What follows belongs to an exercise in optimizing a design on an open flow for small area; a production flow would make more cautious choices. In this exercise RTL edits were held to simulation tests only and were not proved equivalent to the original. Power and IR drop assume default switching activity.

<file path="flow/config.mk">
export PLATFORM = sky130hd
export DESIGN_NAME = csr_unit_top
export DESIGN_NICKNAME = csr_unit_top
export VERILOG_FILES = /design/flow/design.v
export SDC_FILE = /design/flow/constraint.sdc
export NUM_CORES = 4
export LEC_CHECK = 0
export CAP_MARGIN = 5
export CORE_MARGIN = 2
export CORE_UTILIZATION = 70
export PLACE_DENSITY = 0.8
export SLEW_MARGIN = 5
</file>
<file path="flow/constraint.sdc">
create_clock -name core_clock -period 10.0 [get_ports {clk_i}]
set_input_delay 2.0000 -clock core_clock [delete_from_list [all_inputs] [get_ports {clk_i}]]
set_output_delay 2.0000 -clock core_clock [all_outputs]
set_load 0.01 [all_outputs]
</file>
<file path="flow/design.v">
`default_nettype none
package csr_pkg;
  localparam int unsigned XLEN              = 32;
  localparam int unsigned NUM_PERF_COUNTERS = 9;
  localparam logic [1:0] MXL_RV32         = 2'd1;   
  localparam int unsigned MSTATUS_MIE_BIT  = 3;
  localparam int unsigned MSTATUS_MPIE_BIT = 7;
  localparam logic [1:0] PRIV_LVL_M       = 2'd3;   
  localparam logic [1:0] PCMR_RESET       = 2'd3;   
  localparam logic [6:0] PCCR_BASE_UPPER = 7'b0111100;
  typedef enum logic [1:0] {
    CSR_OP_NONE  = 2'd0,
    CSR_OP_WRITE = 2'd1,
    CSR_OP_SET   = 2'd2,
    CSR_OP_CLEAR = 2'd3
  } csr_op_e;
  typedef enum logic [11:0] {
    CSR_MSTATUS = 12'h300,
    CSR_MISA    = 12'h301,
    CSR_MTVEC   = 12'h305,
    CSR_MEPC    = 12'h341,
    CSR_MCAUSE  = 12'h342,
    CSR_PCCR31  = 12'h79F,   
    CSR_PCER    = 12'h7A0,
    CSR_PCMR    = 12'h7A1,
    CSR_MHARTID = 12'hF14
  } csr_num_e;
  typedef enum int unsigned {
    EV_CYCLE        = 0,
    EV_INSTR        = 1,
    EV_IMISS        = 2,
    EV_LOAD         = 3,
    EV_STORE        = 4,
    EV_JUMP         = 5,
    EV_BRANCH       = 6,
    EV_BRANCH_TAKEN = 7,
    EV_COMPRESSED   = 8
  } perf_event_e;
endpackage
`default_nettype wire
`timescale 1ns/1ns
`default_nettype none
import csr_pkg::*;
module csr_unit_top #(
  parameter bit RV32E = 1'b0,
  parameter bit RV32M = 1'b1
) (
  input  logic            clk_i,
  input  logic            rst_ni,
  input  logic [csr_pkg::XLEN-1:0] boot_addr_i,
  input  logic [3:0]      core_id_i,
  input  logic [5:0]      cluster_id_i,
  input  logic            csr_access_i,
  input  logic [11:0]             csr_addr_i,
  input  logic [csr_pkg::XLEN-1:0] csr_wdata_i,
  input  logic [1:0]              csr_op_i,
  output logic [csr_pkg::XLEN-1:0] csr_rdata_o,
  input  logic [csr_pkg::XLEN-1:0] pc_if_i,
  input  logic [csr_pkg::XLEN-1:0] pc_id_i,
  input  logic            csr_save_if_i,
  input  logic            csr_save_id_i,
  input  logic            csr_save_cause_i,
  input  logic [5:0]      csr_cause_i,
  input  logic            csr_restore_mret_i,
  output logic            m_irq_enable_o,
  output logic [csr_pkg::XLEN-1:0] mepc_o,
  input  logic            if_valid_i,
  input  logic            id_valid_i,
  input  logic            is_compressed_i,
  input  logic            is_decoding_i,
  input  logic            imiss_i,
  input  logic            pc_set_i,
  input  logic            jump_i,
  input  logic            branch_i,
  input  logic            branch_taken_i,
  input  logic            mem_load_i,
  input  logic            mem_store_i
);
  localparam int unsigned NC = NUM_PERF_COUNTERS;
  localparam logic [XLEN-1:0] MISA_VALUE =
      (XLEN'(1)     <<  2)
    | (XLEN'(RV32E) <<  4)
    | (XLEN'(1)     <<  8)
    | (XLEN'(RV32M) << 12)
    | (XLEN'(MXL_RV32) << 30);
  logic            mie_q, mpie_q;
  logic [XLEN-1:0] mepc_q;
  logic [5:0]      mcause_q;
  logic [NC-1:0]   pcer_q;
  logic [1:0]      pcmr_q;
  logic [NC-1:0]   pend_q;                
  logic [NC-1:0][XLEN-1:0] cnt_q;
  logic [11:0] a;
  assign a = csr_addr_i;
  logic sel_mstatus, sel_misa, sel_mtvec, sel_mepc, sel_mcause, sel_mhartid;
  logic sel_pcer, sel_pcmr, sel_all, in_pccr;
  logic [NC-1:0] sel_cnt;
  assign sel_mstatus = (a == CSR_MSTATUS);
  assign sel_misa    = (a == CSR_MISA);
  assign sel_mtvec   = (a == CSR_MTVEC);
  assign sel_mepc    = (a == CSR_MEPC);
  assign sel_mcause  = (a == CSR_MCAUSE);
  assign sel_mhartid = (a == CSR_MHARTID);
  assign sel_pcer    = (a == CSR_PCER);
  assign sel_pcmr    = (a == CSR_PCMR);
  assign sel_all     = (a == CSR_PCCR31);
  assign in_pccr     = (a[11:5] == PCCR_BASE_UPPER);
  always_comb begin
    for (int c = 0; c < NC; c++) sel_cnt[c] = in_pccr && (a[4:0] == 5'(c));
  end
  logic [XLEN-1:0] cnt_rd;
  always_comb begin
    case (a[3:0])
      4'd0: cnt_rd = cnt_q[0];
      4'd1: cnt_rd = cnt_q[1];
      4'd2: cnt_rd = cnt_q[2];
      4'd3: cnt_rd = cnt_q[3];
      4'd4: cnt_rd = cnt_q[4];
      4'd5: cnt_rd = cnt_q[5];
      4'd6: cnt_rd = cnt_q[6];
      4'd7: cnt_rd = cnt_q[7];
      4'd8: cnt_rd = cnt_q[8];
      default: cnt_rd = '0;
    endcase
  end
  always_comb begin
    csr_rdata_o = '0;
    if (sel_mstatus) begin
      csr_rdata_o[12:11]            = PRIV_LVL_M;
      csr_rdata_o[MSTATUS_MPIE_BIT] = mpie_q;
      csr_rdata_o[MSTATUS_MIE_BIT]  = mie_q;
    end
    csr_rdata_o = csr_rdata_o
                | ({XLEN{sel_misa}}    & MISA_VALUE)
                | ({XLEN{sel_mtvec}}   & boot_addr_i)
                | ({XLEN{sel_mepc}}    & mepc_q)
                | ({XLEN{sel_mcause}}  & {mcause_q[5], 26'b0, mcause_q[4:0]})
                | ({XLEN{sel_mhartid}} & {21'b0, cluster_id_i, 1'b0, core_id_i})
                | ({XLEN{sel_pcer}}    & XLEN'(pcer_q))
                | ({XLEN{sel_pcmr}}    & XLEN'(pcmr_q));
    csr_rdata_o = csr_rdata_o | ({XLEN{in_pccr & ~a[4]}} & cnt_rd);
  end
  logic            we;
  logic [XLEN-1:0] wdata;
  assign we = csr_access_i & (csr_op_i != CSR_OP_NONE);
  always_comb begin
    unique case (csr_op_i)
      CSR_OP_SET:   wdata = csr_wdata_i | csr_rdata_o;
      CSR_OP_CLEAR: wdata = ~csr_wdata_i & csr_rdata_o;
      default:      wdata = csr_wdata_i;
    endcase
  end
  logic            mie_n, mpie_n;
  logic [XLEN-1:0] mepc_n;
  logic [5:0]      mcause_n;
  always_comb begin
    mie_n    = mie_q;
    mpie_n   = mpie_q;
    mcause_n = mcause_q;
    if (we && sel_mstatus) begin
      mie_n  = wdata[MSTATUS_MIE_BIT];
      mpie_n = wdata[MSTATUS_MPIE_BIT];
    end
    if (we && sel_mcause) mcause_n = {wdata[XLEN-1], wdata[4:0]};
    if (csr_save_cause_i) begin
      mcause_n = csr_cause_i;
      mpie_n   = mie_q;
      mie_n    = 1'b0;
    end else if (csr_restore_mret_i) begin
      mie_n  = mpie_q;
      mpie_n = 1'b1;
    end
  end
  logic mepc_s_if, mepc_s_id, mepc_s_wr, mepc_s_hold;
  assign mepc_s_if   = csr_save_cause_i & csr_save_if_i & ~csr_save_id_i;
  assign mepc_s_id   = csr_save_cause_i & ~(csr_save_if_i & ~csr_save_id_i);
  assign mepc_s_wr   = ~csr_save_cause_i & we & sel_mepc;
  assign mepc_s_hold = ~csr_save_cause_i & ~(we & sel_mepc);
  assign mepc_n = ({XLEN{mepc_s_if}} & pc_if_i) | ({XLEN{mepc_s_id}} & pc_id_i)
                | ({XLEN{mepc_s_wr}} & wdata)   | ({XLEN{mepc_s_hold}} & mepc_q);
  assign m_irq_enable_o = mie_q;
  assign mepc_o         = mepc_q;
  logic [NC-1:0] ev;
  assign ev[EV_CYCLE]        = 1'b1;
  assign ev[EV_INSTR]        = if_valid_i;
  assign ev[EV_IMISS]        = imiss_i & ~pc_set_i;
  assign ev[EV_LOAD]         = mem_load_i;
  assign ev[EV_STORE]        = mem_store_i;
  assign ev[EV_JUMP]         = jump_i;
  assign ev[EV_BRANCH]       = branch_i;
  assign ev[EV_BRANCH_TAKEN] = branch_taken_i;
  assign ev[EV_COMPRESSED]   = id_valid_i & is_decoding_i & is_compressed_i;
  logic [NC-1:0][XLEN-1:0] cnt_n;
  for (genvar c = 0; c < NC; c++) begin : g_cnt
    logic [XLEN:0]   cy;    
    logic [XLEN-1:0] inc;
    logic            wr, blk;
    assign cy[0] = pend_q[c];
    assign wr    = we && (sel_cnt[c] || sel_all);
    assign blk   = pcmr_q[1] & cy[XLEN] & ~wr;
    for (genvar b = 0; b < XLEN; b++) begin : g_bit
      assign inc[b]  = cnt_q[c][b] ^ cy[b];
      assign cy[b+1] = cnt_q[c][b] & cy[b];
    end
    assign cnt_n[c] = ({XLEN{~wr}} | wdata) & (inc | {XLEN{wr | blk}});
  end
  always_ff @(posedge clk_i or negedge rst_ni) begin
    if (!rst_ni) begin
      mie_q    <= 1'b0;
      mpie_q   <= 1'b0;
      mepc_q   <= '0;
      mcause_q <= '0;
      pcer_q   <= '0;
      pcmr_q   <= PCMR_RESET;
      pend_q   <= '0;
      cnt_q    <= '0;
    end else begin
      mie_q    <= mie_n;
      mpie_q   <= mpie_n;
      mepc_q   <= mepc_n;
      mcause_q <= mcause_n;
      if (we && sel_pcer) pcer_q <= wdata[NC-1:0];
      if (we && sel_pcmr) pcmr_q <= wdata[1:0];
      pend_q   <= ev & pcer_q & {NC{pcmr_q[0]}};
      cnt_q    <= cnt_n;
    end
  end
endmodule
`default_nettype wire
</file>
<file path="flow/flow/run.sh">
#!/bin/bash
# The standard ORFS layout (standard.sh) with four changes:
#  - synthesis maps with an area-oriented ABC script (flow/my_synth.tcl),
#  - port buffers are buf_1 instead of the default clkdlybuf4s50_1,
#  - CTS uses larger sink clusters and no dummy loads,
#  - repairs use buffers no larger than buf_2 (flow/small_bufs.tcl).
set -euo pipefail
export FLOW_WORK=$PWD
export BUFFER_PORTS_ARGS="-buffer_cell sky130_fd_sc_hd__buf_1"
export CTS_ARGS="-sink_clustering_enable -repair_clock_nets -buf_list sky130_fd_sc_hd__clkbuf_16 -sink_clustering_size 26 -sink_clustering_max_diameter 90 -dont_use_dummy_load"
for s in GLOBAL_PLACE RESIZE CTS GLOBAL_ROUTE; do export PRE_${s}_TCL=$PWD/flow/small_bufs.tcl; done
bash standard.sh SYNTH_SCRIPT=$PWD/flow/my_synth.tcl finish > standard.log 2>&1
</file>
<file path="flow/flow/abc_area.script">
strash
balance
rewrite
refactor
balance
rewrite
rewrite -z
balance
refactor -z
rewrite -z
balance
dc2
&get -n
&dch -f
&nf -a -p -F 8 -A 8 -C 32 -R 1000
&put
</file>
<file path="flow/flow/my_synth.tcl">
# The standard synthesis (synth_recipe.tcl in the work folder), with one
# change: the final ABC technology mapping uses flow/abc_area.script, an
# area-oriented script, instead of ORFS's speed script. Registers are mapped
# by dfflibmap before ABC runs, so they are the standard synthesis's.
proc abc {args} {
  set i [lsearch $args -script]
  if {$i >= 0} { lset args [expr {$i + 1}] $::env(FLOW_WORK)/flow/abc_area.script }
  yosys abc {*}$args
}
source $::env(FLOW_WORK)/synth_recipe.tcl
</file>
<file path="flow/flow/small_bufs.tcl">
# Repair buffers: keep the resizer to buf_1/buf_2 (clkbuf_16 stays for CTS).
set_dont_use [get_lib_cells {sky130_fd_sc_hd__buf_4 sky130_fd_sc_hd__buf_6 sky130_fd_sc_hd__buf_8 sky130_fd_sc_hd__buf_12 sky130_fd_sc_hd__buf_16 sky130_fd_sc_hd__bufbuf_* sky130_fd_sc_hd__dlygate* sky130_fd_sc_hd__clkdlybuf* sky130_fd_sc_hd__dlymetal* sky130_fd_sc_hd__clkbuf_1 sky130_fd_sc_hd__clkbuf_2 sky130_fd_sc_hd__clkbuf_4 sky130_fd_sc_hd__clkbuf_8}]
</file>
<file path="flow/standard.sh">
#!/bin/bash
# synth_recipe.tcl (not shown) runs the flow's synth.tcl, then flattens the netlist and writes it again
# the make line also repeats each setting of config.mk as NAME=value (left out here)
make -C /OpenROAD-flow-scripts/flow DESIGN_CONFIG=/design/flow/config.mk WORK_HOME=/design/flow/orfs CLKGATE_MAP_FILE= SYNTH_SCRIPT=/design/flow/synth_recipe.tcl "${@:-finish}"
</file>
==> qor.csv, run 1 <==
stage;metric;value;unit
power_and_ir_drop;pwr-share-clk;0.310;
layout;area_growth;11.89;%
yosys;synth_edf_count;0;
layout;drive_above_1_share;0.03638;
timing;relSlewSlack;0.05616;
hold_path;min_to;mcause_q[0];
yosys;yosys-top-cells-count;dfrtp_1, a21oi_1, nor2_1, ha_1, a222oi_1;
grt;antenna_found_initial;7;
power_and_ir_drop;powerDensity;120.3;mW/mm2
critical_path;rr_startpoint;cnt_q[0];
power_and_ir_drop;leakage;10.67;nW
power_and_ir_drop;swShare;0.2584;
yosys;synth.most_common_cell;dfrtp_1;
clock_tree;htreeDepth;1;
clock_tree;cts_resized;0;
timing;tns;0;ns
place;io_buffers;240;
timing;rsz0062_at_grt;no;
clock_tree;hold_buffers;0;
yosys;yosys.area.top_type_share;0.4780;
grt;grtUsageTotal;0.4746;
yosys;synth_top_area_cell;dfrtp_1;
power_and_ir_drop;comb_power_share;0.088;
yosys;ys_ff_latch;348;
floorplan;rows;58;
yosys;synthTopCellsByArea;dfrtp_1, ha_1, a21oi_1, a222oi_1, nor2_1;
hold_path;whs_path_depth;2;
clock_tree;path_clk_slew;0.10;ns
grt;grt_overflow;0;
yosys;syn_area_per_cell;10.93;um2
clock_tree;worstSkewPairLatency;0.53;ns
grt;grt_pass1_wl;96.41;mm
place;dp_hpwl;44.85;mm
timing;tightest_slew;1.416;ns
critical_path;r2r_cells;36;
critical_path;critPathMostFrequentCell;ha_1;
critical_path;worstPathArrival;8.95;ns
power_and_ir_drop;p_seq_frac;0.602;
floorplan;dieHeight;164.9;um
timing;fin_crit_sh;0.8584;
yosys;syn_area;0.01811;mm2
status;outcome;complete, no violations;
timing;skew;0.03867;ns
drt;num_vias;16980;
yosys;ys_warn_count;1;
layout;final_cell_area;0.02027;mm2
yosys;syn-instance-count;1657;
job;max_cap_violations;0;
timing;drv_slew;0;
floorplan;dieArea;0.02718;mm2
timing;hold_viol;0;
drt;routed_wirelength;63.63;mm
grt;grt_pass1_vias;16930;
critical_path;startpoint_type;flop;
drt;avgViaCountPerCell;7.335;
grt;grt_max_degree;33;
drt;drt-initial-drc-count;3156;
drt;drc;0;
clock_tree;clock_sinks;348;
power_and_ir_drop;irDropWorstVdd;0.1361;mV
timing;fmax;116.5;MHz
place;placed_cell_area;0.01982;mm2
yosys;synth_cell_types;35;
floorplan;core_area;0.02533;mm2
clock_tree;cts_tree;yes;
place;finalWeightedCongestion;0.9644;
drt;ant_nets;0;
floorplan;num_io_pins;241;
yosys;ys.flop_type;dfrtp_1;
drt;drt_first_pass_iters;10;
critical_path;endpoint_kind;flop;
floorplan;floorplan.die.width;164.9;um
hold_path;hp-class;flop to flop;
clock_tree;clockBufferDepth;3;
critical_path;cpPeakStageDelay;0.70;ns
yosys;synthArstFlopShare;1.000;
critical_path;crit_required;10.36;ns
power_and_ir_drop;internal_power;1.808;mW
critical_path;r2r_slack;1.42;ns
critical_path;critPathKind;flop to flop;
drt;routedWlPerCell;27.48;um
critical_path;cp_max_fo;17;
clock_tree;numCtsBuffers;17;
timing;period_minus_slack;8.584;ns
critical_path;reg2reg_to;cnt_q[3];
power_and_ir_drop;switching_power;630.1;uW
critical_path;critPathSlowestCell;buf_1;
clock_tree;cts_root_buf;clkbuf_16;
clock_tree;cts_setup_buffers;0;
floorplan;initial_utilization;0.7152;
timing;finalSetupViolCount;0;
yosys;ys_seq_area_frac;0.4809;
yosys;synth_fp_nets;2121;
hold_path;min_from;mcause_q[0];
layout;nets;2445;
[sequential cells by signal, summed over array words and instances (netlist names)]
name and count:
pcmr_q 2, pcer_q 9, pend_q 9, mpie_q 1, mepc_q 32, mie_q 1, cnt_q 288, mcause_q 6
[worst max-delay path, delay by kind of cell (launching register included)]
kind | cells | cell delay (ns)
AO/OA/AOI/OAI | 2 | 0.57
adder cells (fa/ha/maj) | 32 | 6.39
buffers and inverters | 1 | 0.70
flip-flops | 1 | 0.40
AND/OR/NAND/NOR | 1 | 0.34
[metrics by stage]
| stage | setup WS [ns] | hold slack, ns | total power, mW | utilization | cells |
|---|---|---|---|---|---|
| floorplan | 0.6755 | 0.4705 | 1.571 | - | 1657 |
| global placement | 1.793 | 0.4911 | 1.693 | 0.7824 | 2291 |
| global route | 1.283 | 0.5625 | 2.505 | 0.8001 | 2313 |
| detailed placement | 1.720 | 0.5004 | 1.700 | 0.7824 | 2291 |
| CTS | 1.649 | 0.5285 | 2.425 | 0.7992 | 2308 |
| finish | 1.416 | 0.5280 | 2.438 | 0.8003 | 2315 |
[layout by cell type (no fill, tap or decap), types with 2 or more instances in the layout]
cell       netlist  final
nor2_1         317    304
buf_2            0     27
nor2_2           0     12
dfstp_2          2      2
a221oi_1         6      6
or3_1            2      2
a31oi_1         23     23
buf_1            0    278
and2_0           2      2
nor3b_1          2      2
a221o_1         17     17
nand2_1         15     15
nand2b_1         3      3
diode_2          0      6
clkinv_1         3      3
nand3_1          6      6
clkbuf_16        0     17
and3_1          14     14
nor3_1           8      3
a21o_1          10      9
and3b_1         31     31
a31o_1           4      4
a22oi_1          9      9
a21oi_1        342    341
nand3b_1         2      2
ha_1           288    288
nor2b_1          4      3
nor3_2           0      5
o21ai_0         44     43
dfrtp_1        346    346
a222oi_1       141    141
nand4_1          3      3
[cell type report]
type                    count  area (um2)
multi-input cells        1306        9514
flip-flops and latches    348        8711
fillers                  1710        5059
repair buffers            305        1179
clock buffers              17       425.4
well taps                 330       412.9
diodes                      6       15.01
inverters                   3       11.26
[power groups by stage]
stage | clock (mW) | sequential (mW) | combinational (mW)
global placement | 0 | 1.49 | 0.201
finish | 0.755 | 1.47 | 0.215
CTS | 0.751 | 1.47 | 0.208
floorplan | 0 | 1.49 | 0.0788
detailed placement | 0 | 1.49 | 0.207
global route | 0.800 | 1.47 | 0.234
[worst max-delay path by stage]
stage	endpoint	cells past startpoint	slack [ns]	start
after floorplan	csr_rdata_o[1]	6	0.68	csr_addr_i[1]
after global placement	cnt_q[9]	36	1.79	cnt_q[0]
after detailed placement	cnt_q[3]	36	1.72	cnt_q[0]
after CTS	cnt_q[8]	36	1.65	cnt_q[0]
after global routing	cnt_q[3]	36	1.28	cnt_q[0]
final	cnt_q[3]	36	1.42	cnt_q[0]
[cells by family after synthesis]
family                   count (synthesis)  share of synthesized area
AND/OR/NAND/NOR                        416                     0.1023
flip-flops                             348                     0.4809
buffers and inverters                    3                  0.0006216
AO/OA/AOI/OAI                          602                     0.2172
adder cells (fa/ha/maj)                288                     0.1989
[metal layers]
metal	vias to the layer above	share of wire	global-route usage
li1	7166	-	-
met1	8132	0.35	0.6197
met2	1407	0.44	0.7086
met3	272	0.15	0.1590
met4	4	0.051	0.2466
met5	-	0.00042	0
==> run 2, diff against run 1 <==
--- a/flow/config.mk
+++ b/flow/config.mk
@@ -7,6 +7,6 @@
 export LEC_CHECK = 0
 export CAP_MARGIN = 5
 export CORE_MARGIN = 2
-export CORE_UTILIZATION = 70
-export PLACE_DENSITY = 0.8
+export CORE_UTILIZATION = 65
+export PLACE_DENSITY = 0.75
 export SLEW_MARGIN = 5
==> run 2 against run 1 <==
Final cell count up 1.9%. Sequential power about the same. Sequential share of layout area down 0.13 points. Count of clock-buffer cells in the layout unchanged. Via count down 1.2%. Design area up 0.30%. Die area up 7.5%. Core utilization down 6.4 points. Register-to-register slack better by 0.34 ns. Setup slack better by 0.34 ns. Critical path type unchanged. Highest routed layer is now met4.
==> qor.csv, run 2 <==
stage;metric;value;unit;change
hold_path;hp-class;flop to flop;;
power_and_ir_drop;pwr-share-clk;0.311;;about the same
layout;biggestRegsByFlops;cnt_q x288, mepc_q x32;;
floorplan;floorplan.die.width;170.9;um;+3.7%
floorplan;dieArea;0.02922;mm2;+7.5%
status;outcome;complete, no violations;;
timing;hold_viol;0;;unchanged
critical_path;cp.buffers_inverters;1;;unchanged
layout;area_growth;12.23;%;
timing;relSlewSlack;0.04855;;-0.007605
layout;largest_reg_flops;288;;unchanged
power_and_ir_drop;powerDensity;120.2;mW/mm2;-0.10%
power_and_ir_drop;switching_power;634.5;uW;+0.71%
timing;rsz0062_at_grt;no;;
critical_path;worstPathArrival;8.57;ns;-0.38 ns
yosys;synth_fp_nets;2121;;unchanged
drt;routed_wirelength;64.39;mm;+1.2%
timing;tns;0;ns;unchanged
drt;num_vias;16780;;-1.2%
yosys;ys_warn_count;1;;unchanged
place;finalWeightedCongestion;0.9164;;-5.0%
clock_tree;path_clk_slew;0.10;ns;about the same
yosys;synth.most_common_cell;dfrtp_1;;
timing;period_minus_slack;8.248;ns;-0.3361 ns
floorplan;initial_utilization;0.6556;;-0.05959
clock_tree;clock_sinks;348;;unchanged
clock_tree;numCtsBuffers;17;;unchanged
layout;seq_area;0.008711;mm2;unchanged
place;placed_cell_area;0.01988;mm2;+0.33%
power_and_ir_drop;internal_power;1.808;mW;about the same
timing;fmax;121.2;MHz;+4.1%
layout;regMostFlops;cnt_q;;
power_and_ir_drop;swShare;0.2597;;+0.001313
grt;grt_overflow;0;;unchanged
floorplan;dieHeight;170.9;um;+3.7%
yosys;synthTopCellsByArea;dfrtp_1, ha_1, a21oi_1, a222oi_1, nor2_1;;
clock_tree;cts_setup_buffers;0;;unchanged
critical_path;cpPeakStageDelay;0.59;ns;-0.11 ns
drt;avgViaCountPerCell;7.109;;-3.1%
clock_tree;htreeDepth;1;;unchanged
critical_path;cpLargestDelayFamily;adder cells;;
layout;nets;2444;;-0.041%
clock_tree;hold_buffers;0;;unchanged
critical_path;endpoint_kind;flop;;
layout;final_common_cell;dfrtp_1;;
yosys;ys_seq_area_frac;0.4809;;unchanged
clock_tree;worstSkewPairLatency;0.53;ns;about the same
place;io_buffers;240;;unchanged
critical_path;critPathMostFrequentCell;ha_1;;
yosys;synthArstFlopShare;1.000;;unchanged
floorplan;num_io_pins;241;;unchanged
grt;antenna_found_initial;4;;-3
grt;grt_pass1_wl;96.19;mm;-0.23%
timing;finalSetupViolCount;0;;unchanged
clock_tree;cts_root_buf;clkbuf_16;;
timing;tightest_slew;1.427;ns;+0.01141 ns
drt;drt-initial-drc-count;2799;;-11%
yosys;synth_top_area_cell;dfrtp_1;;
timing;skew;0.03341;ns;-0.005257 ns
place;dp_hpwl;45.52;mm;+1.5%
clock_tree;cts_resized;0;;unchanged
clock_tree;cts_tree;yes;;
power_and_ir_drop;leakage;10.69;nW;+0.20%
job;max_cap_violations;0;;unchanged
yosys;synth_cell_types;35;;unchanged
floorplan;core_area;0.02763;mm2;+9.1%
layout;final_cell_area;0.02033;mm2;+0.30%
power_and_ir_drop;comb_power_share;0.089;;about the same
critical_path;crit_required;10.33;ns;-0.03 ns
drt;drc;0;;unchanged
power_and_ir_drop;irDropWorstVdd;0.1318;mV;-3.1%
layout;layout_common_cells;dfrtp_1, a21oi_1, nor2_1, ha_1, buf_1;;
yosys;synth_edf_count;0;;unchanged
grt;grtUsageTotal;0.4412;;-0.03345
layout;instances_no_fill;2360;;+1.9%
timing;drv_slew;0;;unchanged
critical_path;critPathKind;flop to flop;;
layout;multi_input_area;0.009518;mm2;about the same
grt;grt_pass1_vias;16280;;-3.8%
yosys;yosys-top-cells-count;dfrtp_1, a21oi_1, nor2_1, ha_1, a222oi_1;;
yosys;syn_area_per_cell;10.93;um2;unchanged
drt;routedWlPerCell;27.28;um;-0.74%
yosys;ys.flop_type;dfrtp_1;;
yosys;syn_area;0.01811;mm2;unchanged
drt;ant_nets;0;;unchanged
yosys;syn-instance-count;1657;;unchanged
yosys;yosys.area.top_type_share;0.4780;;unchanged
critical_path;startpoint_type;flop;;
clock_tree;clockBufferDepth;3;;unchanged
place;dp.cells;2339;;+2.1%
layout;fillCellCount;2111;;+23%
critical_path;cp_max_fo;18;;+1
floorplan;rows;61;;+5.2%
timing;fin_crit_sh;0.8248;;-0.03361
drt;drt_first_pass_iters;13;;+3
power_and_ir_drop;p_seq_frac;0.601;;about the same
yosys;ys_ff_latch;348;;unchanged
grt;grt_max_degree;34;;+3.0%
layout;drive_above_1_share;0.03994;;+0.003557
critical_path;critPathSlowestCell;buf_1;;
run 2: logic make-up after synthesis:
| kind of cell | after synthesis | synth area share |
|---|---|---|
| AOI/OAI and AO/OA | 602 | 0.2172 |
| DFF | 348 | 0.4809 |
| adders and majority gates | 288 | 0.1989 |
| and+or+nand+nor | 416 | 0.1023 |
| buffers and inverters | 3 | 0.0006216 |
run 2: final cells by class:
cell class / count / area share
repair buffers: 304 / 0.05810
multi-input cells: 1306 / 0.4682
well taps: 378 / 0.02326
flip-flops and latches: 348 / 0.4285
diodes: 4 / 0.0004924
inverters: 3 / 0.0005539
clock buffers: 17 / 0.02093
run 2: worst reg2reg max path, delay by kind of cell, from the launching register on:
kind                       cells  cell delay, ns
AOI/OAI and AO/OA              2            0.49
and+or+nand+nor                1            0.24
adders and majority gates     32            6.31
buffers and inverters          1            0.60
DFF                            1            0.41
run 2: power groups by stage:
stage | sequential [mW] | combinational [mW] | clock [mW]
after global placement | 1.49 | 0.205 | 0
after global routing | 1.47 | 0.234 | 0.805
after CTS | 1.47 | 0.211 | 0.755
after floorplan | 1.49 | 0.0788 | 0
after detailed placement | 1.49 | 0.210 | 0
final | 1.47 | 0.216 | 0.759
run 2: through the flow:
stage                       util  total power [mW]  setup slack (ns)  hold WS, ns
after detailed placement  0.7196             1.705             1.948       0.4980
after global routing      0.7357             2.510             1.520       0.5482
after floorplan                -             1.571            0.6755       0.4705
after CTS                 0.7350             2.432             1.887       0.5183
final                     0.7358             2.443             1.752       0.5174
after global placement    0.7196             1.698             2.022       0.4913
run 2: path summary, 6_finish.rpt:
kind / cells past startpoint / from / end / slack [ns]
setup / recovery: 36 / cnt_q[64] / cnt_q[78] / 1.75
hold / removal: 2 / mcause_q[0] / mcause_q[0] / 0.52
setup reg to reg: 36 / cnt_q[64] / cnt_q[78] / 1.75
hold reg to reg: 2 / mcause_q[0] / mcause_q[0] / 0.52
max in group asynchronous: 4 / rst_ni / cnt_q[236] / 6.20
min in group asynchronous: 1 / rst_ni / cnt_q[152] / 1.37
run 2: metal layers:
metal  track usage  vias to the layer above  wire, um
met5             0                        -         0
met1        0.5869                     8069     23960
li1              -                     7164         -
met2        0.6580                     1333     28090
met4        0.2115                        0      3103
met3        0.1420                      212      9232
==> run 3, diff against run 2 <==
--- a/flow/flow/run.sh
+++ b/flow/flow/run.sh
@@ -7,6 +7,6 @@
 set -euo pipefail
 export FLOW_WORK=$PWD
 export BUFFER_PORTS_ARGS="-buffer_cell sky130_fd_sc_hd__buf_1"
-export CTS_ARGS="-sink_clustering_enable -repair_clock_nets -buf_list sky130_fd_sc_hd__clkbuf_16 -sink_clustering_size 26 -sink_clustering_max_diameter 90 -dont_use_dummy_load"
+export CTS_ARGS="-sink_clustering_enable -repair_clock_nets -buf_list sky130_fd_sc_hd__clkbuf_16 -sink_clustering_size 28 -sink_clustering_max_diameter 100 -dont_use_dummy_load"
 for s in GLOBAL_PLACE RESIZE CTS GLOBAL_ROUTE; do export PRE_${s}_TCL=$PWD/flow/small_bufs.tcl; done
 bash standard.sh SYNTH_SCRIPT=$PWD/flow/my_synth.tcl finish > standard.log 2>&1
==> run 3 against run 2 <==
Still clean. Synthesized cell count unchanged. Worst hold slack got worse by 0.0030 ns. Via count is essentially flat. First-iteration DRC count is 1.0% higher. Sequential share of layout area up 0.061 points. Sequential power hardly changed. Sequential cell count did not move. Maximum frequency up 0.85%. Clock power is 2% lower. Count of clock-buffer cells in the layout fell by 1. Routed wire length shrank 0.51%. Core utilization shrank 0.10 points. Largest cell class unchanged.
==> qor.csv, run 3 <==
stage;metric;value;unit;change
status;outcome;complete, no violations;;
floorplan;num_io_pins;241;;unchanged
timing;skew;0.03634;ns;+0.002927 ns
clock_tree;worstSkewPairLatency;0.53;ns;about the same
yosys;syn_area;0.01811;mm2;unchanged
timing;hold_viol;0;;unchanged
place;io_buffers;240;;unchanged
drt;ant_nets;0;;unchanged
critical_path;critPathMostFrequentCell;ha_1;;
layout;biggestRegsByFlops;cnt_q x288, mepc_q x32;;
clock_tree;path_clk_slew;0.11;ns;about the same
clock_tree;clock_sinks;348;;unchanged
yosys;ys.flop_type;dfrtp_1;;
drt;dr_wl_met3;8.825;mm;-4.4%
floorplan;dieHeight;170.9;um;unchanged
floorplan;core_area;0.02763;mm2;unchanged
critical_path;cpPeakStageDelay;0.56;ns;-0.03 ns
timing;tightest_slew;1.454;ns;+0.02639 ns
critical_path;cp_max_fo;18;;unchanged
job;max_cap_violations;0;;unchanged
critical_path;critPathSlowestCell;buf_1;;
timing;relSlewSlack;0.02896;;-0.01959
timing;drv_slew;0;;unchanged
clock_tree;htreeDepth;1;;unchanged
drt;routed_wirelength;64.06;mm;-0.51%
clock_tree;hold_buffers;0;;unchanged
floorplan;dieArea;0.02922;mm2;unchanged
drt;drt-initial-drc-count;2828;;+1.0%
critical_path;critPathKind;flop to flop;;
clock_tree;cts_setup_buffers;0;;unchanged
yosys;ys_ff_latch;348;;unchanged
layout;nets;2443;;-0.041%
power_and_ir_drop;powerDensity;119.4;mW/mm2;-0.62%
yosys;ys_seq_area_frac;0.4809;;unchanged
place;dp.cells;2339;;unchanged
drt;drt_first_pass_iters;8;;-5
yosys;syn-instance-count;1657;;unchanged
power_and_ir_drop;p_total;2.424;mW;-0.76%
drt;route.met2.wl;28.17;mm;+0.29%
yosys;synth_edf_count;0;;unchanged
yosys;synthArstFlopShare;1.000;;unchanged
grt;grt_max_degree;34;;unchanged
yosys;yosys-top-cells-count;dfrtp_1, a21oi_1, nor2_1, ha_1, a222oi_1;;
critical_path;endpoint_kind;flop;;
yosys;synth_top_area_cell;dfrtp_1;;
yosys;synthTopCellsByArea;dfrtp_1, ha_1, a21oi_1, a222oi_1, nor2_1;;
grt;grtUsageTotal;0.4355;;-0.005653
layout;regMostFlops;cnt_q;;
place;dp_hpwl;45.52;mm;unchanged
grt;grt_pass1_vias;16220;;-0.39%
layout;instances_no_fill;2360;;unchanged
place;pre_cts_ws;1.948;ns;unchanged
place;finalWeightedCongestion;0.9164;;unchanged
yosys;ys_warn_count;1;;unchanged
critical_path;startpoint_type;flop;;
hold_path;hp-class;flop to flop;;
drt;avgViaCountPerCell;7.104;;about the same
yosys;yosys.area.top_type_share;0.4780;;unchanged
layout;layout_common_cells;dfrtp_1, a21oi_1, nor2_1, ha_1, buf_1;;
yosys;synth.most_common_cell;dfrtp_1;;
grt;grt_overflow;0;;unchanged
grt;grt_pass1_wl;94.72;mm;-1.5%
power_and_ir_drop;irDropWorstVdd;0.1421;mV;+7.8%
clock_tree;cts_root_buf;clkbuf_16;;
critical_path;crit_required;10.36;ns;+0.03 ns
clock_tree;numCtsBuffers;16;;-1
timing;fmax;122.3;MHz;+0.85%
clock_tree;cts_resized;0;;unchanged
drt;num_vias;16770;;-0.072%
grt;antenna_found_initial;7;;+3
timing;finalSetupViolCount;0;;unchanged
drt;drc;0;;unchanged
drt;wl_met1;23.82;mm;-0.61%
floorplan;floorplan.die.width;170.9;um;unchanged
drt;routedWlPerCell;27.14;um;-0.51%
critical_path;worstPathArrival;8.54;ns;-0.03 ns
layout;area_growth;12.07;%;
yosys;synth_cell_types;35;;unchanged
layout;final_common_cell;dfrtp_1;;
timing;fin_crit_sh;0.8179;;-0.006912
drt;top_layer;met5;;
layout;drive_above_1_share;0.03945;;-0.0004856
clock_tree;cts_tree;yes;;
yosys;synth_fp_nets;2121;;unchanged
layout;largest_reg_flops;288;;unchanged
floorplan;rows;61;;unchanged
clock_tree;clockBufferDepth;3;;unchanged
timing;setup_ws;1.821;ns;+0.06912 ns
floorplan;initial_utilization;0.6556;;unchanged
timing;period_minus_slack;8.179;ns;-0.06912 ns
yosys;syn_area_per_cell;10.93;um2;unchanged
timing;tns;0;ns;unchanged
power_and_ir_drop;leakage;10.67;nW;-0.20%
timing;rsz0062_at_grt;no;;
run 3: changes by cell type in the layout (fill, tap and decap cells not counted):
cell	delta
clkbuf_16	-1
nor3_2	+1
diode_2	+1
nor3_4	-1
run 3: cell families after synthesis:
family,synth area share
AOI/OAI and AO/OA,0.2172
and+or+nand+nor,0.1023
adders and majority gates,0.1989
DFF,0.4809
buffers and inverters,0.0006216
run 3: worst max-delay path: cells and delay by family, from the launching register on:
kind | cells | cell delay (ns)
buffers and inverters | 1 | 0.56
and+or+nand+nor | 1 | 0.26
AOI/OAI and AO/OA | 2 | 0.48
DFF | 1 | 0.41
adders and majority gates | 32 | 6.26
run 3: area by class of cell:
cell class / instances / area [um2]
antenna: 5 / 12.51
clock buffer: 16 / 400.4
fill: 2126 / 7328
inverter: 3 / 11.26
multi-input combinational: 1306 / 9512
sequential: 348 / 8711
tap: 378 / 473.0
timing repair buffer: 304 / 1181
run 3: per-stage QoR:
| stage | hold slack, ns | cell area [um2] | util |
|---|---|---|---|
| after global routing | 0.5406 | 20300 | 0.7347 |
| after floorplan | 0.4705 | 18110 | - |
| after detailed placement | 0.4980 | 19880 | 0.7196 |
| final | 0.5144 | 20300 | 0.7348 |
| after CTS | 0.5175 | 20280 | 0.7341 |
| after global placement | 0.4913 | 19880 | 0.7196 |
run 3: routing by layer:
metal	global-route usage	up-vias
met5	0	-
met3	0.1242	217
met2	0.6650	1295
met1	0.5789	8090
li1	-	7160
met4	0.2030	4
run 3: final timing paths:
| check | startpoint | endpoint | slack, ns | cells after the start |
|---|---|---|---|---|
| min in group asynchronous | rst_ni | cnt_q[152] | 1.36 | 1 |
| worst max-delay path | cnt_q[64] | cnt_q[88] | 1.82 | 36 |
| worst min-delay path | mcause_q[5] | mcause_q[5] | 0.51 | 2 |
| worst min register to register | mcause_q[5] | mcause_q[5] | 0.51 | 2 |
| max in group asynchronous | rst_ni | cnt_q[271] | 6.24 | 4 |
| worst max register to register | cnt_q[64] | cnt_q[88] | 1.82 | 36 |
run 3: power breakdown:
| group | internal, mW | leakage (nW) | total (mW) | switching [mW] |
|---|---|---|---|---|
| clock | 0.291 | 0.197 | 0.741 | 0.450 |
| combinational | 0.0614 | 5.69 | 0.215 | 0.154 |
| sequential | 1.44 | 4.78 | 1.47 | 0.0290 |
| total | 1.79 | 10.7 | 2.42 | 0.633 |
==> run 4, diff against run 3 <==
--- a/flow/flow/run.sh
+++ b/flow/flow/run.sh
@@ -7,6 +7,6 @@
 set -euo pipefail
 export FLOW_WORK=$PWD
 export BUFFER_PORTS_ARGS="-buffer_cell sky130_fd_sc_hd__buf_1"
-export CTS_ARGS="-sink_clustering_enable -repair_clock_nets -buf_list sky130_fd_sc_hd__clkbuf_16 -sink_clustering_size 28 -sink_clustering_max_diameter 100 -dont_use_dummy_load"
+export CTS_ARGS="-sink_clustering_enable -repair_clock_nets -buf_list sky130_fd_sc_hd__clkbuf_16 -sink_clustering_size 24 -sink_clustering_max_diameter 110 -dont_use_dummy_load"
 for s in GLOBAL_PLACE RESIZE CTS GLOBAL_ROUTE; do export PRE_${s}_TCL=$PWD/flow/small_bufs.tcl; done
 bash standard.sh SYNTH_SCRIPT=$PWD/flow/my_synth.tcl finish > standard.log 2>&1
==> run 4 against run 3 <==
Synthesized cell count is the same. Design area grew 0.25%. Count of clock-buffer cells in the layout grew 2. Worst hold slack gained 0.0069 ns. Global-route usage grew 0.54 points. Total power grew 1.3%. Critical path depth is the same. Sequential cell count is the same. Non-clock buffer count is the same. Critical endpoint is now cnt_q[78].
==> qor.csv, run 4 <==
stage;metric;value;unit;change
timing;whs;0.5213;ns;+0.006947 ns
timing;rsz0062_at_grt;no;;
layout;area_growth;12.36;%;
place;placed_cell_area;0.01988;mm2;unchanged
critical_path;crit_required;10.31;ns;-0.05 ns
critical_path;critPathSlowestCell;buf_1;;
clock_tree;cts_resized;0;;unchanged
layout;largest_reg_flops;288;;unchanged
yosys;ys_ff_latch;348;;unchanged
floorplan;rows;61;;unchanged
clock_tree;cts_tree;yes;;
timing;finalSetupViolCount;0;;unchanged
yosys;synth_edf_count;0;;unchanged
grt;antenna_found_initial;4;;-3
power_and_ir_drop;powerDensity;120.7;mW/mm2;+1.1%
yosys;synthTopCellsByArea;dfrtp_1, ha_1, a21oi_1, a222oi_1, nor2_1;;
critical_path;cp_max_fo;18;;unchanged
place;finalWeightedCongestion;0.9164;;unchanged
drt;avgViaCountPerCell;7.064;;-0.56%
grt;grt_pass1_vias;16300;;+0.54%
layout;nets;2445;;+0.082%
yosys;synth.most_common_cell;dfrtp_1;;
drt;drc;0;;unchanged
yosys;synthArstFlopShare;1.000;;unchanged
yosys;synth_top_area_cell;dfrtp_1;;
timing;fmax;121.5;MHz;-0.63%
drt;routedWlPerCell;27.38;um;+0.88%
timing;tns;0;ns;unchanged
floorplan;initial_utilization;0.6556;;unchanged
critical_path;critPathKind;flop to flop;;
grt;grtUsageTotal;0.4409;;+0.005406
drt;drt-initial-drc-count;2663;;-5.8%
clock_tree;htreeDepth;1;;unchanged
layout;regMostFlops;cnt_q;;
clock_tree;numCtsBuffers;18;;+2
critical_path;worstPathArrival;8.54;ns;about the same
clock_tree;path_clk_slew;0.09;ns;-0.02 ns
floorplan;core_area;0.02763;mm2;unchanged
yosys;synth_fp_nets;2121;;unchanged
yosys;synth_top_family_by_area;compound AO/OA/AOI/OAI gates;;
layout;layout_common_cells;dfrtp_1, a21oi_1, nor2_1, ha_1, buf_1;;
drt;num_vias;16670;;-0.56%
job;max_cap_violations;0;;unchanged
yosys;ys.flop_type;dfrtp_1;;
hold_path;hp-class;flop to flop;;
timing;period_minus_slack;8.231;ns;+0.05187 ns
yosys;ys_seq_area_frac;0.4809;;unchanged
clock_tree;cts_setup_buffers;0;;unchanged
layout;biggestRegsByFlops;cnt_q x288, mepc_q x32;;
timing;hold_viol;0;;unchanged
critical_path;cpPeakStageDelay;0.57;ns;about the same
yosys;synth_cell_types;35;;unchanged
place;dp_hpwl;45.52;mm;unchanged
yosys;synth_fa_ha_area_frac;0.1989;;unchanged
layout;final_cell_area;0.02035;mm2;+0.25%
drt;routed_wirelength;64.62;mm;+0.88%
clock_tree;clock_sinks;348;;unchanged
place;io_buffers;240;;unchanged
yosys;syn-instance-count;1657;;unchanged
yosys;synth-compound-area-share;0.2172;;unchanged
yosys;synthSimpleGateAreaFrac;0.1023;;unchanged
floorplan;num_io_pins;241;;unchanged
grt;grt_max_degree;34;;unchanged
yosys;yosys-top-cells-count;dfrtp_1, a21oi_1, nor2_1, ha_1, a222oi_1;;
status;outcome;complete, no violations;;
critical_path;startpoint_type;flop;;
yosys;yosys.area.top_type_share;0.4780;;unchanged
yosys;synth_mux_area_frac;0;;unchanged
yosys;ys_warn_count;1;;unchanged
clock_tree;cts_root_buf;clkbuf_16;;
power_and_ir_drop;irDropWorstVdd;0.09255;mV;-35%
critical_path;endpoint_kind;flop;;
floorplan;floorplan.die.width;170.9;um;unchanged
timing;drv_slew;0;;unchanged
floorplan;dieHeight;170.9;um;unchanged
yosys;syn_area_per_cell;10.93;um2;unchanged
timing;fin_crit_sh;0.8231;;+0.005187
power_and_ir_drop;leakage;10.70;nW;+0.32%
yosys;synth-xor-area-share;0;;unchanged
critical_path;critPathMostFrequentCell;ha_1;;
clock_tree;hold_buffers;0;;unchanged
timing;tightest_slew;1.450;ns;-0.003245 ns
grt;grt_overflow;0;;unchanged
clock_tree;clockBufferDepth;3;;unchanged
timing;relSlewSlack;0.03312;;+0.004158
yosys;syn_area;0.01811;mm2;unchanged
layout;drive_above_1_share;0.04042;;+0.0009707
drt;drt_first_pass_iters;10;;+2
clock_tree;worstSkewPairLatency;0.53;ns;about the same
grt;grt_pass1_wl;95.84;mm;+1.2%
floorplan;dieArea;0.02922;mm2;unchanged
timing;skew;0.04727;ns;+0.01094 ns
layout;final_common_cell;dfrtp_1;;
drt;ant_nets;0;;unchanged
==> run 4: cell types whose count changed in the layout (fill, tap and decap cells not counted), sizes merged <==
| cell | before | now |
|---|---|---|
| clkbuf | 16 | 18 |
| diode | 5 | 3 |
==> run 4: final cells by class <==
class                           count  area [um2]
Timing Repair Buffer              304        1181
Inverter                            3       11.26
Tap cell                          378       473.0
Clock buffer                       18       450.4
Multi-Input combinational cell   1306        9518
Antenna cell                        3       7.507
Fill cell                        2116        7277
Sequential cell                   348        8711
==> run 4: routing by layer <==
metal | up-vias | global-route usage | routed length (um)
li1 | 7146 | - | -
met1 | 8021 | 0.5778 | 24140
met2 | 1278 | 0.6515 | 27860
met3 | 227 | 0.1492 | 9070
met4 | 0 | 0.2332 | 3556
met5 | - | 0 | 0
==> run 4: through the flow <==
step / cells / total power [mW] / setup WS (ns) / utilization
floorplan: 1657 / 1.571 / 0.6755 / -
global placement: 2339 / 1.698 / 2.022 / 0.7196
detailed placement: 2339 / 1.705 / 1.948 / 0.7196
CTS: 2357 / 2.451 / 1.898 / 0.7359
global route: 2359 / 2.529 / 1.592 / 0.7365
finish: 2360 / 2.457 / 1.769 / 0.7366
==> run 4: path summary, 6_finish.rpt <==
kind	slack, ns	from	cells past startpoint	to
max reg2reg	1.77	cnt_q[64]	36	cnt_q[78]
max in group asynchronous	6.18	rst_ni	4	cnt_q[271]
min in group asynchronous	1.36	rst_ni	1	cnt_q[120]
max	1.77	cnt_q[64]	36	cnt_q[78]
min reg2reg	0.52	mcause_q[1]	2	mcause_q[1]
min	0.52	mcause_q[1]	2	mcause_q[1]
==> run 4: critical path: cells and delay by family (launching register included) <==
family / cells / cell delay, ns
and+or+nand+nor: 1 / 0.23
buffers and inverters: 1 / 0.57
adders and majority gates: 32 / 6.30
AOI/OAI and AO/OA: 2 / 0.47
DFF: 1 / 0.41
==> run 4: cell families (layout without fill, tap and decap cells) <==
family	Yosys count	count (layout)
AOI/OAI and AO/OA	602	602
adders and majority gates	288	288
buffers and inverters	3	325
DFF	348	348
other	0	3
and+or+nand+nor	416	416
==> run 4: power by group <==
part | switching [mW] | leakage (nW) | internal (mW) | total (mW)
combinational | 0.155 | 5.70 | 0.0614 | 0.216
sequential | 0.0295 | 4.78 | 1.44 | 1.47
clock | 0.447 | 0.222 | 0.324 | 0.771
total | 0.632 | 10.7 | 1.82 | 2.46

separate check: timing with driven ports:
In the flow no input, the clock included, has a driving cell. The finished layouts below were timed again as built, in two steps.
Step 1, drivers: a clkbuf_16 drives clk_i and a buf_2 each remaining input, both assumed.
Step 2, shift: input delay + t, output delay - t, t = (earliest + latest rising clock arrival at the registers) / 2. This alone moves slack from input paths to output paths.
Slacks: no drivers / after step 1 / after step 2; pairs: no drivers / after step 1.
| run | shift t [ns] | setup WS [ns] | hold slack, ns | worst data-port slew with drivers (ns) |
|---|---|---|---|---|
| run 1 | 0.562 | 1.416 / 1.416 / 1.416 | 0.528 / 0.528 / 0.528 | 0.10 |
| run 2 | 0.563 | 1.752 / 1.752 / 1.752 | 0.517 / 0.517 / 0.517 | 0.14 |
| run 3 | 0.570 | 1.821 / 1.821 / 1.821 | 0.514 / 0.514 / 0.514 | 0.09 |
| run 4 | 0.559 | 1.769 / 1.769 / 1.769 | 0.521 / 0.521 / 0.521 | 0.12 |
After both steps every run listed still meets setup and hold.
